This is an optimization exercise on Yosys and OpenROAD, whose aim is small area and a short achievable clock period, not a production implementation.
At most, simulation tests tie the RTL to the original design; equivalence was not proved.
The clock port is modelled as an ideal driver; clocking choices that lean on that would not hold on a real chip.
Power and IR drop assume default switching activity.

before:
## conv_peak_detect
module conv_peak_detect
#(
  parameter int unsigned MAX_LEN = 8,
  parameter int unsigned IDX_W   = 4
) (
  input  logic                  clk,
  input  logic                  rst,
  input  logic                  in_valid,
  input  logic [2*conv_pkg::SAMPLE_W-1:0] in_data,
  output logic                  out_valid,
  output conv_pkg::energy_t        out_peak,
  output logic [IDX_W-1:0]      out_idx,
  output logic [IDX_W-1:0]      out_len,
  output logic                  out_ovf,
  output logic                  out_err
);
Size: ~1400 cells after synthesis, roughly 86 I/O pins, ~0.016 sq mm of cells after synthesis.
clock: 7.5 ns
lec_check: 0
abc_clock_period_in_ps: 4000
cap_margin: 20
core_margin: 2
core_utilization: 55
cts_cluster_diameter: 80
cts_cluster_size: 22
place_density: 0.7
setup_slack_margin: 3.8
slew_margin: 20
synth_hierarchical: 1
synth_minimum_keep_size: 0
standard.sh (not shown) runs the stock make flow with config.mk's settings and CLKGATE_MAP_FILE= SYNTH_SCRIPT=/design/flow/synth_recipe.tcl, a recipe that flattens the netlist after the stock synthesis.
==> flow/flow/run.sh <==
#!/bin/bash
set -euo pipefail
export BUFFER_PORTS_ARGS="-buffer_cell sky130_fd_sc_hd__buf_1"
export CTS_ARGS="-sink_clustering_enable -repair_clock_nets -sink_clustering_size 22 -sink_clustering_max_diameter 80 -dont_use_dummy_load"
bash standard.sh > standard.log 2>&1
Inputs modified between before and after:
- a change of CORE_UTILIZATION from 55 to 40
- a change of PLACE_DENSITY from 0.7 to 0.6
- an added TNS_END_PERCENT of 5
[summary]
On cell internal power dissipation, before and after are neck and neck.
When after is set beside before, its relative contribution of combinational cells to total power turns out to be 0.2 points smaller.
From before to after the numbers moved as follows: total met3 wirelength after detailed routing went down 210 um, total design power saw little to no change.

========
conv_peak_detect again, from the RTL that the note above started with.
==> flow/config.mk <==
export PLATFORM = sky130hd
export DESIGN_NAME = conv_peak_detect
export DESIGN_NICKNAME = conv_peak_detect
export VERILOG_FILES = /design/flow/design.v
export SDC_FILE = /design/flow/constraint.sdc
export NUM_CORES = 4
export LEC_CHECK = 0
export ABC_CLOCK_PERIOD_IN_PS = 4000
export CAP_MARGIN = 20
export CORE_MARGIN = 2
export CORE_UTILIZATION = 40
export CTS_CLUSTER_DIAMETER = 80
export CTS_CLUSTER_SIZE = 22
export PLACE_DENSITY = 0.6
export SETUP_SLACK_MARGIN = 3.7
export SLEW_MARGIN = 20
export SYNTH_HIERARCHICAL = 1
export SYNTH_MINIMUM_KEEP_SIZE = 0
==> flow/constraint.sdc <==
create_clock -name core_clock -period 7.5 [get_ports {clk}]
set_input_delay 1.5000 -clock core_clock [delete_from_list [all_inputs] [get_ports {clk}]]
set_output_delay 1.5000 -clock core_clock [all_outputs]
set_load 0.01 [all_outputs]
Scripts as last shown in full above: flow/flow/run.sh
The baseline passed the timing, design-rule and antenna checks.
Change:
- SETUP_SLACK_MARGIN: 3.7 -> 3.8
Effect:
- The changed run went through all stages and came out clean
- core utilization increases by 0.28 points
- clock power is about the same
- die area stays the same
- register-to-register slack improves by 0.08 ns
- sequential cell count does not change
- via count stays flat
- critical path depth is unchanged
- sequential power barely changes
- setup slack improves by 0.080 ns
- wire length hardly moves
- combinational power is about the same
Change:
- ABC_CLOCK_PERIOD_IN_PS: 4000 -> 2500
Via count stays the same.
Count of clock-buffer cells in the layout stays the same.
Die area stays the same.
Routed wire length is unchanged.
Global-route usage does not change.
Register-to-register slack barely changes.
Change:
- ABC_CLOCK_PERIOD_IN_PS: 2500 -> 4000
- TNS_END_PERCENT: default -> 30
Hold slack stays flat.
Routed wire length hardly moves.
Total power is about the same.
Cell area went down by 0.69%.
Worst setup slack is worse by 0.087 ns.
Count of clock-buffer cells in the layout is unchanged.

========
JK:
conv_peak_detect, a different RTL version from the one above (not shown whole).
For scale: roughly 1800 cells after synthesis, ~86 I/O pins.
clock: 7.5 ns
lec_check: 0
abc_clock_period_in_ps: 4000
cap_margin: 20
core_margin: 2
core_utilization: 40
cts_cluster_diameter: 80
cts_cluster_size: 22
place_density: 0.6
setup_slack_margin: 4.4
slew_margin: 20
synth_hierarchical: 1
synth_minimum_keep_size: 0
Scripts as last shown in full above: flow/flow/run.sh
Having completed the whole flow, JK delivered a layout that passed the timing, design-rule and antenna checks.
Inputs modified between JK and MS:
- a change of SETUP_SLACK_MARGIN from 4.4 to 4.2
MS vs. JK: layout cell share with drive strength beyond 1 -7.8 points, worst-case setup margin in the final layout down 0.16 ns, transition time of the tightest slew-check pin went up, reported net switching power now smaller, cell count lost about 5%. Cmp JK and MS / met3 demand-to-capacity share in global routing / lower: JK. Worst hold slack of MS is on par with JK. Number of global-route vias before repair: MS vs JK down 318. Changes observed in MS relative to JK: fmax shows a reduction of 15 MHz; placed cell area shows no meaningful change.
No run of this note included a check of the RTL's function; only the layout flow was run.

========
conv_peak_detect, a different RTL version from the one above (not shown whole).
For scale: roughly 1400 cells after synthesis, about 86 I/O pins, roughly 0.016 mm² of cells after synthesis.
export LEC_CHECK = 0
export ABC_CLOCK_PERIOD_IN_PS = 4000
export CAP_MARGIN = 20
export CORE_MARGIN = 2
export CORE_UTILIZATION = 40
export CTS_CLUSTER_DIAMETER = 80
export CTS_CLUSTER_SIZE = 22
export PLACE_DENSITY = 0.6
export SETUP_SLACK_MARGIN = 3.8
export SLEW_MARGIN = 20
export SYNTH_HIERARCHICAL = 1
export SYNTH_MINIMUM_KEEP_SIZE = 0
create_clock -name core_clock -period 7.5 [get_ports {clk}]
Scripts as last shown in full above: flow/flow/run.sh
The starting point ran to the end with no violations.
==> next run, changes <==
Settings changed: SETUP_SLACK_MARGIN 3.8 to 3.85.
After rerunning: Cell count climbs by about 1.9%; via count went up by about 1.8%; die area does not change; synthesized cell count does not change; combinational power rises by about 2%; setup slack improved by 38 ps; critical path depth shrinks by 1; routed wire length came out higher by about 4%; power is higher by 1.2%.
No run of this note included a check of the RTL's function; only the layout flow was run.

========
## run 1
RTL: one of the versions met above, not the one the previous note started from.
make LEC_CHECK=0 ABC_CLOCK_PERIOD_IN_PS=4000 CAP_MARGIN=20 CORE_MARGIN=2 CORE_UTILIZATION=40 PLACE_DENSITY=0.6 SETUP_SLACK_MARGIN=3.0 SLEW_MARGIN=20 SYNTH_HIERARCHICAL=1 SYNTH_MINIMUM_KEEP_SIZE=0 finish   # period 7.5 ns
run.sh (not shown) runs the stock make flow with config.mk's settings and CLKGATE_MAP_FILE= SYNTH_SCRIPT=/design/flow/synth_recipe.tcl, a recipe that flattens the netlist after the stock synthesis.
Stock flow here: none of the scripts above is used.
> inputs changed (run 1 -> run 2)
- putting CTS_CLUSTER_SIZE at 14 where nothing was set
- putting CTS_BUF_LIST at sky130_fd_sc_hd__clkbuf_8 where nothing was set
- putting CTS_CLUSTER_DIAMETER at 60 where nothing was set
- swapping 3.0 for 3.8 in SETUP_SLACK_MARGIN
==> flow/flow/run.sh (new file) <==
#!/bin/bash
set -euo pipefail
export BUFFER_PORTS_ARGS="-buffer_cell sky130_fd_sc_hd__buf_1"
bash standard.sh > standard.log 2>&1
==> flow/standard.sh (new file) <==
#!/bin/bash
# synth_recipe.tcl (not shown) runs the flow's synth.tcl, then flattens the netlist and writes it again
# the make line also repeats each setting of config.mk as NAME=value (left out here)
make -C /OpenROAD-flow-scripts/flow DESIGN_CONFIG=/design/flow/config.mk WORK_HOME=/design/flow/orfs CLKGATE_MAP_FILE= SYNTH_SCRIPT=/design/flow/synth_recipe.tcl "${@:-finish}"
removed: flow/run.sh
==> comparison <==
Run 2: done, clean on timing, DRC and antenna. The final reports for run 2 and run 1 show setup slack of the most critical reg-to-reg path higher in the former. There was hardly any difference in global-route usage between run 1 and run 2. Re share of the cycle needed by the critical path after routing: run 2 and run 1 aren't equal, and the higher value belongs to run 1. Re routed wire length: run 2 is about 1.3% down on run 1.
### run 2 -> run 3
- CTS_CLUSTER_SIZE no longer set, was 14
- SETUP_SLACK_MARGIN now 4.1, was 3.8
- CTS_CLUSTER_DIAMETER no longer set, was 60
- CTS_BUF_LIST no longer set, was sky130_fd_sc_hd__clkbuf_8
==> flow/run.sh (new file) <==
#!/bin/bash
# synth_recipe.tcl (not shown) runs the flow's synth.tcl, then flattens the netlist and writes it again
# the make line also repeats each setting of config.mk as NAME=value (left out here)
make -C /OpenROAD-flow-scripts/flow DESIGN_CONFIG=/design/flow/config.mk WORK_HOME=/design/flow/orfs CLKGATE_MAP_FILE= SYNTH_SCRIPT=/design/flow/synth_recipe.tcl finish
removed: flow/flow/run.sh
removed: flow/standard.sh
==> notes.md <==
Run 3 completed; timing, DRC and antenna clean
STATUS wire length of the first global-routing pass: run 3 loses against run 2
Compared run 3 vs run 2, and register share of the cell area is down in run 3.
Run 3 vs. run 2: final area increased by 0.0024 mm² relative to the old numbers, wire length per cell after detailed routing increased by 3.8% relative to the old numbers.

========
Setup of wip/onyx:
Starting RTL as in the previous note.
==> flow/config.mk <==
export PLATFORM = sky130hd
export DESIGN_NAME = conv_peak_detect
export DESIGN_NICKNAME = conv_peak_detect
export VERILOG_FILES = /design/flow/design.v
export SDC_FILE = /design/flow/constraint.sdc
export NUM_CORES = 4
export LEC_CHECK = 0
export ABC_CLOCK_PERIOD_IN_PS = 4000
export CAP_MARGIN = 20
export CORE_MARGIN = 2
export CORE_UTILIZATION = 40
export CTS_CLUSTER_DIAMETER = 80
export CTS_CLUSTER_SIZE = 22
export PLACE_DENSITY = 0.6
export SETUP_SLACK_MARGIN = 4.05
export SLEW_MARGIN = 20
export SYNTH_HIERARCHICAL = 1
export SYNTH_MINIMUM_KEEP_SIZE = 0
==> flow/constraint.sdc <==
create_clock -name core_clock -period 7.5 [get_ports {clk}]
set_input_delay 1.5000 -clock core_clock [delete_from_list [all_inputs] [get_ports {clk}]]
set_output_delay 1.5000 -clock core_clock [all_outputs]
set_load 0.01 [all_outputs]
standard.sh (not shown) runs the stock make flow with config.mk's settings and CLKGATE_MAP_FILE= SYNTH_SCRIPT=/design/flow/synth_recipe.tcl, a recipe that flattens the netlist after the stock synthesis.
==> flow/flow/run.sh <==
#!/bin/bash
set -euo pipefail
here=$(pwd)
export BUFFER_PORTS_ARGS="-buffer_cell sky130_fd_sc_hd__buf_1"
export CTS_ARGS="-sink_clustering_enable -repair_clock_nets -sink_clustering_size 22 -sink_clustering_max_diameter 80 -dont_use_dummy_load"
export SKIP_CTS_REPAIR_TIMING=1
export POST_CTS_TCL="$here/flow/skew.tcl"
bash standard.sh > standard.log 2>&1
==> flow/flow/skew.tcl <==
# POST_CTS hook: delay the clock of the carry-save registers (the tree's
# output register, hs2_n/hc2_n/lo2_n/lc2_n) by one small clock buffer per
# group of up to four of them on the same leaf clock net. This moves time
# from the stage after them (compare against the running maximum) to the
# stage before them (the squarer tree); both stages are register to
# register, none of these registers has a path from an input or to an output.
# Then the setup/hold repair that CTS would have run (SKIP_CTS_REPAIR_TIMING
# is set by run.sh so it runs here, once, with the skew in place).
set block [ord::get_db_block]
set master [[ord::get_db] findMaster sky130_fd_sc_hd__clkbuf_2]
set groups [dict create]
foreach inst [$block getInsts] {
  if {![regexp {^(hs2_n|hc2_n|lo2_n|lc2_n)\[?} [$inst getName]]} { continue }
  set ck [$inst findITerm CLK]
  if {$ck eq "NULL" || $ck eq ""} { continue }
  set net [$ck getNet]
  dict lappend groups [$net getName] $inst
}
set n 0
dict for {netname insts} $groups {
  set net [$block findNet $netname]
  set sorted [lsort -command {apply {{a b} {
    set la [$a getLocation]; set lb [$b getLocation]
    expr {[lindex $la 0] + [lindex $la 1] < [lindex $lb 0] + [lindex $lb 1] ? -1 : 1}
  }}} $insts]
  for {set i 0} {$i < [llength $sorted]} {incr i 4} {
    set grp [lrange $sorted $i [expr {$i + 3}]]
    set buf [odb::dbInst_create $block $master "skew_buf_$n"]
    set bnet [odb::dbNet_create $block "skew_clk_$n"]
    $bnet setSigType CLOCK
    [$buf findITerm A] connect $net
    [$buf findITerm X] connect $bnet
    set sx 0; set sy 0
    foreach f $grp {
      set ck [$f findITerm CLK]
      $ck disconnect
      $ck connect $bnet
      set l [$f getLocation]
      incr sx [lindex $l 0]; incr sy [lindex $l 1]
    }
    set k [llength $grp]
    $buf setLocation [expr {$sx / $k}] [expr {$sy / $k}]
    $buf setPlacementStatus PLACED
    incr n
  }
}
puts "skew.tcl: inserted $n clock buffers for [dict size $groups] leaf nets"
global_connect
detailed_placement
estimate_parasitics -placement
repair_timing_helper
detailed_placement
check_placement -verbose
wip/onyx finished end to end and its layout was clean on timing, DRC and antenna.
[inputs] wip/lagoon vs wip/onyx
# wip/onyx
export LEC_CHECK = 0
export ABC_CLOCK_PERIOD_IN_PS = 4000
export CAP_MARGIN = 20
export CORE_MARGIN = 2
export CORE_UTILIZATION = 40
export CTS_CLUSTER_DIAMETER = 80
export CTS_CLUSTER_SIZE = 22
export PLACE_DENSITY = 0.6
export SETUP_SLACK_MARGIN = 4.05
export SLEW_MARGIN = 20
export SYNTH_HIERARCHICAL = 1
export SYNTH_MINIMUM_KEEP_SIZE = 0
create_clock -name core_clock -period 7.5 [get_ports {clk}]
# wip/lagoon
export LEC_CHECK = 0
export ABC_CLOCK_PERIOD_IN_PS = 4000
export CAP_MARGIN = 20
export CORE_MARGIN = 2
export CORE_UTILIZATION = 40
export CTS_CLUSTER_DIAMETER = 80
export CTS_CLUSTER_SIZE = 22
export PLACE_DENSITY = 0.6
export SETUP_SLACK_MARGIN = 3.8
export SLEW_MARGIN = 20
export SYNTH_HIERARCHICAL = 1
export SYNTH_MINIMUM_KEEP_SIZE = 0
create_clock -name core_clock -period 7.5 [get_ports {clk}]
Notes after the runs:
- Most common cell after layout, fill and taps aside = nand2_1: wip/onyx; most common cell after layout, fill and taps aside = fa_1: wip/lagoon
- Compared with wip/onyx, in wip/lagoon final worst slack lower, final cycle utilization of the critical path higher, sequential cell area share higher, total power per unit cell area higher.
- The estimated power of wip/lagoon ends up lower than the estimate for wip/onyx.
- Reported for wip/lagoon and wip/onyx, area of the core turned out identical to the last digit.
- From wip/onyx to wip/lagoon the numbers moved as follows: portion of total power attributed to combinational logic lower, layout multi-input combinational cell count roughly the same, vias after detailed routing lower, power consumed by combinational cells lower.
> inputs changed (wip/lagoon -> wip/cedar)
# wip/lagoon
export LEC_CHECK = 0
export ABC_CLOCK_PERIOD_IN_PS = 4000
export CAP_MARGIN = 20
export CORE_MARGIN = 2
export CORE_UTILIZATION = 40
export CTS_CLUSTER_DIAMETER = 80
export CTS_CLUSTER_SIZE = 22
export PLACE_DENSITY = 0.6
export SETUP_SLACK_MARGIN = 3.8
export SLEW_MARGIN = 20
export SYNTH_HIERARCHICAL = 1
export SYNTH_MINIMUM_KEEP_SIZE = 0
create_clock -name core_clock -period 7.5 [get_ports {clk}]
# wip/cedar
export LEC_CHECK = 0
export ABC_CLOCK_PERIOD_IN_PS = 4000
export CAP_MARGIN = 20
export CORE_MARGIN = 2
export CORE_UTILIZATION = 40
export CTS_CLUSTER_DIAMETER = 80
export CTS_CLUSTER_SIZE = 22
export PLACE_DENSITY = 0.6
export SETUP_SLACK_MARGIN = 3.9
export SLEW_MARGIN = 20
export SYNTH_HIERARCHICAL = 1
export SYNTH_MINIMUM_KEEP_SIZE = 0
create_clock -name core_clock -period 7.5 [get_ports {clk}]
--- a/flow/flow/run.sh
+++ b/flow/flow/run.sh
@@ -3 +2,0 @@
-here=$(pwd)
@@ -6,2 +4,0 @@
-export SKIP_CTS_REPAIR_TIMING=1
-export POST_CTS_TCL="$here/flow/skew.tcl"
removed: flow/flow/skew.tcl
[summary]
Design area delta (wip/cedar − wip/lagoon): unfavourable. Compared wip/cedar against wip/lagoon; multi-input combinational cell count within noise. Compared to wip/lagoon, wip/cedar shows a wider setup margin. On sequential logic power, wip/lagoon tracks wip/cedar almost exactly. Share of cell area taken by multi-input logic gates delta for wip/cedar relative to wip/lagoon: 2.5 points lower. Looking at worst hold-check slack across both flows, wip/cedar is the stronger of the two, with wip/lagoon trailing.
Input-level comparison between wip/sierra and wip/cedar:
# wip/cedar
export LEC_CHECK = 0
export ABC_CLOCK_PERIOD_IN_PS = 4000
export CAP_MARGIN = 20
export CORE_MARGIN = 2
export CORE_UTILIZATION = 40
export CTS_CLUSTER_DIAMETER = 80
export CTS_CLUSTER_SIZE = 22
export PLACE_DENSITY = 0.6
export SETUP_SLACK_MARGIN = 3.9
export SLEW_MARGIN = 20
export SYNTH_HIERARCHICAL = 1
export SYNTH_MINIMUM_KEEP_SIZE = 0
create_clock -name core_clock -period 7.5 [get_ports {clk}]
# wip/sierra
export LEC_CHECK = 0
export ABC_CLOCK_PERIOD_IN_PS = 4000
export CAP_MARGIN = 20
export CORE_MARGIN = 2
export CORE_UTILIZATION = 40
export PLACE_DENSITY = 0.6
export SETUP_SLACK_MARGIN = 3.8
export SLEW_MARGIN = 20
export SYNTH_HIERARCHICAL = 1
export SYNTH_MINIMUM_KEEP_SIZE = 0
create_clock -name core_clock -period 7.5 [get_ports {clk}]
==> flow/flow/run.sh <==
#!/bin/bash
set -euo pipefail
export BUFFER_PORTS_ARGS="-buffer_cell sky130_fd_sc_hd__buf_1"
bash standard.sh > standard.log 2>&1
--- outcome ---
- wip/sierra vs wip/cedar: fraction of met2 tracks used by global routing down in wip/sierra
- NOTE number of vias after detailed routing wip/cedar->wip/sierra decreased by a few percent
- Re area enclosed by the die boundary: no difference whatsoever between wip/sierra and wip/cedar.
- wip/sierra against wip/cedar: buffer count from post-CTS setup fixing shows a reduction of 6, period utilization picked up an extra 0.87 points.
- wip/sierra against wip/cedar: placement row count flat; setup slack at placement up 0.057 ns; synthesis-to-finish area growth down 2.1 points; wire length down 2.2 mm.
- Delta (wip/sierra minus wip/cedar): proportion of cell area occupied by registers went up by 0.43 points; hold slack went down by 0.013 ns.

-- re-timing with driven ports --
How much do the figures lean on ideal ports? The routed layouts below were timed once more, with nothing changed but the port constraints.
Step 1 sets driving cells, clkbuf_16 on the clock port and buf_2 on the other inputs (assumed; they add their load-dependent delay and slew).
Step 2 moves the port delays by t, midway between the first and last clock arrival at a register: inputs arrive t later, outputs are due t later. That takes back most of the time a late clock gives input paths.
Three values: ideal, step 1, step 2; two values: the first two.
run	shift t [ns]	setup WS [ns]	hold WS [ns]	worst setup path at the end	pins driven straight from the clock port
before	0.516	3.865 / 3.865 / 3.865	0.339 / 0.339 / 0.339	register to register	1
after	0.539	3.847 / 3.847 / 3.847	0.333 / 0.333 / 0.333	register to register	1
the first run of note 2	0.540	3.806 / 3.806 / 3.806	0.333 / 0.333 / 0.333	register to register	1
the second run of note 2	0.540	3.886 / 3.886 / 3.886	0.333 / 0.333 / 0.333	register to register	1
the third run of note 2	0.540	3.886 / 3.886 / 3.886	0.333 / 0.333 / 0.333	register to register	1
the fourth run of note 2	0.541	3.799 / 3.799 / 3.799	0.333 / 0.333 / 0.333	register to register	1
JK	0.562	4.390 / 4.390 / 4.390	0.335 / 0.335 / 0.335	register to register	1
MS	0.562	4.234 / 4.234 / 4.234	0.335 / 0.335 / 0.335	register to register	1
the first run of note 4	0.508	3.859 / 3.859 / 3.859	0.330 / 0.330 / 0.330	register to register	1
the second run of note 4	0.517	3.897 / 3.897 / 3.897	0.330 / 0.330 / 0.330	register to register	1
run 1	0.583	3.238 / 3.238 / 3.238	0.325 / 0.325 / 0.325	register to register	1
run 2	0.601	3.892 / 3.892 / 3.892	0.330 / 0.330 / 0.330	register to register	1
run 3	0.579	3.959 / 3.959 / 3.959	0.325 / 0.325 / 0.325	register to register	1
wip/onyx	0.599	4.020 / 4.020 / 4.020	0.328 / 0.328 / 0.328	register to register	1
wip/lagoon	0.599	3.861 / 3.861 / 3.861	0.324 / 0.324 / 0.324	register to register	1
wip/cedar	0.540	3.932 / 3.932 / 3.932	0.338 / 0.338 / 0.338	register to register	1
wip/sierra	0.571	3.867 / 3.867 / 3.867	0.325 / 0.325 / 0.325	register to register	1
After both steps every run listed still meets setup and hold.
